Background: an optimization exercise with open tools, aiming at small area and few clock cycles per item. Do not read the settings as production practice.
At most, simulation tests tie the RTL to the original design; equivalence was not proved.

== P ==
==> module rgba_color_matrix_core, before the edit <==
module rgba_color_matrix_core #(
	parameter int COEF_WIDTH     = 12,
	parameter int COEF_FRAC_BITS = 8
) (
	input  logic                            clk,
	input  logic                            arst_n,
	input  logic                            in_valid,
	output logic                            in_ready,
	input  logic [rcm_pkg::CHAN_W-1:0]      in_red,
	input  logic [rcm_pkg::CHAN_W-1:0]      in_green,
	input  logic [rcm_pkg::CHAN_W-1:0]      in_blue,
	input  logic [rcm_pkg::CHAN_W-1:0]      in_alpha,
	output logic                            out_valid,
	input  logic                            out_ready,
	output logic [rcm_pkg::CHAN_W-1:0]      out_red,
	output logic [rcm_pkg::CHAN_W-1:0]      out_green,
	output logic [rcm_pkg::CHAN_W-1:0]      out_blue,
	output logic [rcm_pkg::CHAN_W-1:0]      out_alpha,
	input  logic                            cfg_valid,
	output logic                            cfg_ready,
	input  logic [rcm_pkg::CFG_IDX_W-1:0]   cfg_index,
	input  logic [rcm_pkg::CFG_DATA_W-1:0]  cfg_data
);
	localparam int ROWS  = rcm_pkg::ROWS;
	localparam logic [COEF_WIDTH-1:0] ONE_COEF = COEF_WIDTH'(64'd1 << COEF_FRAC_BITS);
	logic [ROWS-1:0][rcm_pkg::REG_W-1:0] row_q;
	logic [ROWS-1:0][rcm_pkg::REG_W-1:0] row_eff;
	logic [ROWS-1:0]                     row_set;
	logic [ROWS-1:0][22:0]               sum;
	logic [ROWS-1:0][7:0]                chan_next;
	logic [ROWS-1:0][7:0]                chan_q;
	logic                                valid_q;
	logic                                take;
	logic [31:0]                         pix_q;
	logic [3:0][7:0]                     thr_in;
	logic [3:0][7:0]                     thr_q;
	logic [39:0]                         thr;
	logic                                pix_valid_q;
	logic                                pix_ready;
	logic [31:0]                         pix_in;
	assign cfg_ready = 1'b1;
	for (genvar r = 0; r < ROWS; r++) begin : g_rowreg
		logic row_we;
		assign row_we = cfg_valid && cfg_index == 3'(r);
		always_ff @(posedge clk or negedge arst_n) begin
			if (!arst_n)
				row_set[r] <= 1'b0;
			else if (row_we)
				row_set[r] <= 1'b1;
		end
		always_ff @(posedge clk) begin
			if (row_we)
				row_q[r] <= cfg_data[rcm_pkg::REG_W-1:0];
			else if (!row_set[r])
				row_q[r] <= rcm_pkg::REG_W'(ONE_COEF) << (COEF_WIDTH * r);
		end
		assign row_eff[r] = row_q[r];
	end
	for (genvar r = 0; r < ROWS; r++) begin : g_row
		rcm_cell u_cell (.c(row_eff[r]), .x(pix_q), .t(thr), .s(sum[r]));
		rcm_clamp u_clamp (.s(sum[r]), .y(chan_next[r]));
	end
	assign pix_in = {in_red, in_green, in_blue, in_alpha};
	for (genvar k = 0; k < 4; k++) begin : g_thr
		logic [9:0] x3;
		assign x3        = {2'b00, pix_in[8*k +: 8]} + {1'b0, pix_in[8*k +: 8], 1'b0};
		assign thr_in[k] = x3[9:2];
		assign thr[10*k +: 10] = {thr_q[k], pix_q[8*k+1] ^ pix_q[8*k], pix_q[8*k]};
	end
	assign in_ready  = !pix_valid_q || pix_ready;
	always_ff @(posedge clk or negedge arst_n) begin
		if (!arst_n)
			pix_valid_q <= 1'b0;
		else
			pix_valid_q <= in_valid || (pix_valid_q && !pix_ready);
	end
	always_ff @(posedge clk) begin
		if (in_valid && in_ready) begin
			pix_q <= pix_in;
			thr_q <= thr_in;
		end
	end
	assign pix_ready = !valid_q || out_ready;
	assign take      = pix_valid_q && pix_ready;
	always_ff @(posedge clk or negedge arst_n) begin
		if (!arst_n)
			valid_q <= 1'b0;
		else
			valid_q <= pix_valid_q || (valid_q && !out_ready);
	end
	always_ff @(posedge clk) begin
		if (take)
			chan_q <= chan_next;
	end
	assign out_valid = valid_q;
	assign out_red   = chan_q[0];
	assign out_green = chan_q[1];
	assign out_blue  = chan_q[2];
	assign out_alpha = chan_q[3];
endmodule
clock: 8.0 ns
lec_check: 0
cap_margin: 20
core_margin: 2
core_utilization: 40
cts_buf_list: sky130_fd_sc_hd__clkbuf_4 sky130_fd_sc_hd__clkbuf_8
slew_margin: 20
standard.sh (not shown) runs the stock make flow with config.mk's settings and CLKGATE_MAP_FILE= SYNTH_SCRIPT=/design/flow/synth_recipe.tcl, a recipe that flattens the netlist after the stock synthesis.
==> flow/flow/run.sh <==
#!/bin/bash
# Layout flow: the standard flow with these changes to synthesis:
#  - Yosys's synth fine step runs without its quick abc pass (-noabc), so
#    extract_fa meets the adder tree's xor/majority logic as the RTL writes it
#    and maps it to full adders without inverters around them;
#  - the final abc technology mapping uses flow/abc_map.script, ORFS's area
#    script without its buffering and sizing (OpenROAD's repair does those),
#  - Yosys maps carry chains with its own Brent-Kung look-ahead instead of
#    ORFS's Kogge-Stone extra map (SYNTH_OPERATIONS_ARGS set to a flag synth
#    already gets, so that ORFS does not add the Kogge-Stone map).
# Global placement's port buffers are sky130_fd_sc_hd__buf_1 cells
# (BUFFER_PORTS_ARGS). Flip-flop mapping, flattening, renaming and the layout
# steps are standard.
set -euo pipefail
cd "$(dirname "$0")/.."
W=$PWD
head -1 synth_recipe.tcl | grep -q '^proc synth' || { echo "unexpected synth_recipe.tcl line 1" >&2; exit 1; }
sed -n 2p synth_recipe.tcl | grep -q 'source \$::env(SCRIPTS_DIR)/synth.tcl' || { echo "unexpected synth_recipe.tcl line 2" >&2; exit 1; }
grep -q '^  log_cmd abc {\*}\$abc_args$' "$FLOW_HOME/scripts/synth.tcl" || { echo "unexpected synth.tcl" >&2; exit 1; }
sed 's|^  log_cmd abc {\*}\$abc_args$|  log_cmd abc {*}[lreplace $abc_args 1 1 '"$W"'/flow/abc_map.script]|' "$FLOW_HOME/scripts/synth.tcl" > flow_synth_orfs.tcl
{
  echo 'proc synth {args} { if {[lsearch -glob $args "fine:*"] >= 0} { yosys synth -nofsm -noshare -noabc {*}$args } else { yosys synth -nofsm -noshare {*}$args } }'
  echo "source $W/flow_synth_orfs.tcl"
  tail -n +3 synth_recipe.tcl
} > flow_synth.tcl
sed "s|SYNTH_SCRIPT=[^ ]*|SYNTH_SCRIPT=$W/flow_synth.tcl 'BUFFER_PORTS_ARGS=-buffer_cell sky130_fd_sc_hd__buf_1' SYNTH_OPERATIONS_ARGS=-nofsm|" standard.sh > flow_standard.sh
grep -q "SYNTH_SCRIPT=$W/flow_synth.tcl" flow_standard.sh || { echo "could not set SYNTH_SCRIPT" >&2; exit 1; }
bash flow_standard.sh "$@" > flow_make.log 2>&1 || { tail -50 flow_make.log; exit 1; }
tail -5 flow_make.log
==> flow/flow/abc_map.script <==
strash
dch
map -B 0.9
topo
The final layout from P, which completed every stage, passed the timing, design-rule and antenna checks at the end of the flow.
Testbench counts of P, summed over its fixed seeds: cycles 8,384, items 8,192.
Modified inputs, Q compared to P
--- a/flow/design.v
+++ b/flow/design.v
@@ -1642,23 +1642,19 @@
 	logic                                pix_ready;
 	logic [31:0]                         pix_in;
 	assign cfg_ready = 1'b1;
 	for (genvar r = 0; r < ROWS; r++) begin : g_rowreg
-		logic row_we;
-		assign row_we = cfg_valid && cfg_index == 3'(r);
 		always_ff @(posedge clk or negedge arst_n) begin
 			if (!arst_n)
 				row_set[r] <= 1'b0;
-			else if (row_we)
+			else if (cfg_valid && cfg_index == 3'(r))
 				row_set[r] <= 1'b1;
 		end
 		always_ff @(posedge clk) begin
-			if (row_we)
+			if (cfg_valid && cfg_index == 3'(r))
 				row_q[r] <= cfg_data[rcm_pkg::REG_W-1:0];
-			else if (!row_set[r])
-				row_q[r] <= rcm_pkg::REG_W'(ONE_COEF) << (COEF_WIDTH * r);
 		end
-		assign row_eff[r] = row_q[r];
+		assign row_eff[r] = row_set[r] ? row_q[r] : rcm_pkg::REG_W'(ONE_COEF) << (COEF_WIDTH * r);
 	end
 	for (genvar r = 0; r < ROWS; r++) begin : g_row
 		rcm_cell u_cell (.c(row_eff[r]), .x(pix_q), .t(thr), .s(sum[r]));
 		rcm_clamp u_clamp (.s(sum[r]), .y(chan_next[r]));
==> run summary <==
- Q | status: complete | timing, DRC, antenna: pass
- As far as largest net degree at the start of global routing goes, P and Q are indistinguishable; the numbers are identical.
- The number of DRC markers in iteration 0 reported for Q is smaller than that of P by 89.
- Of P and Q, the run reporting the lower compound-gate portion of the synthesized area was Q.
- Area: Q vs P -> Q larger
- In the flow results for P and Q, the growth of design area from synthesis to finish is larger on Q.
- Q vs P — non-filler instance count after layout climbed by a few percent
- Q ends up with a wire length that is 14,000 µm higher than in P.
- The clock period minus worst slack in Q was higher than what P gave.
- Diff Q..P | number of buffers on the longest clock path | unchanged
For Q, only the layout was checked, not whether the RTL still works.

afterwards: timing with drivers on the ports:
No port has a modelled driver above. Below, the same layouts with a new extraction and two added sets of constraints. Step 1, drivers: a clkbuf_16 drives clk and a buf_2 each remaining input, both assumed. Step 2 also shifts input and output timing later by t, the mid clock arrival at the registers, as if the neighbouring blocks saw the same clock. a / b / c = no drivers / after step 1 / after step 2; a / b = the first two.
run	shift t [ns]	setup slack, ns	hold slack, ns	latest minus earliest clock arrival (ns)	worst slew at a driven data input, ns
P	0.820	0.422 / 0.422 / 0.422	0.559 / 0.559 / 0.559	0.063 / 0.062	0.09
Q	0.852	0.260 / 0.260 / 0.260	0.559 / 0.559 / 0.559	0.078 / 0.078	0.07
After both steps setup and hold are still met in every run listed.
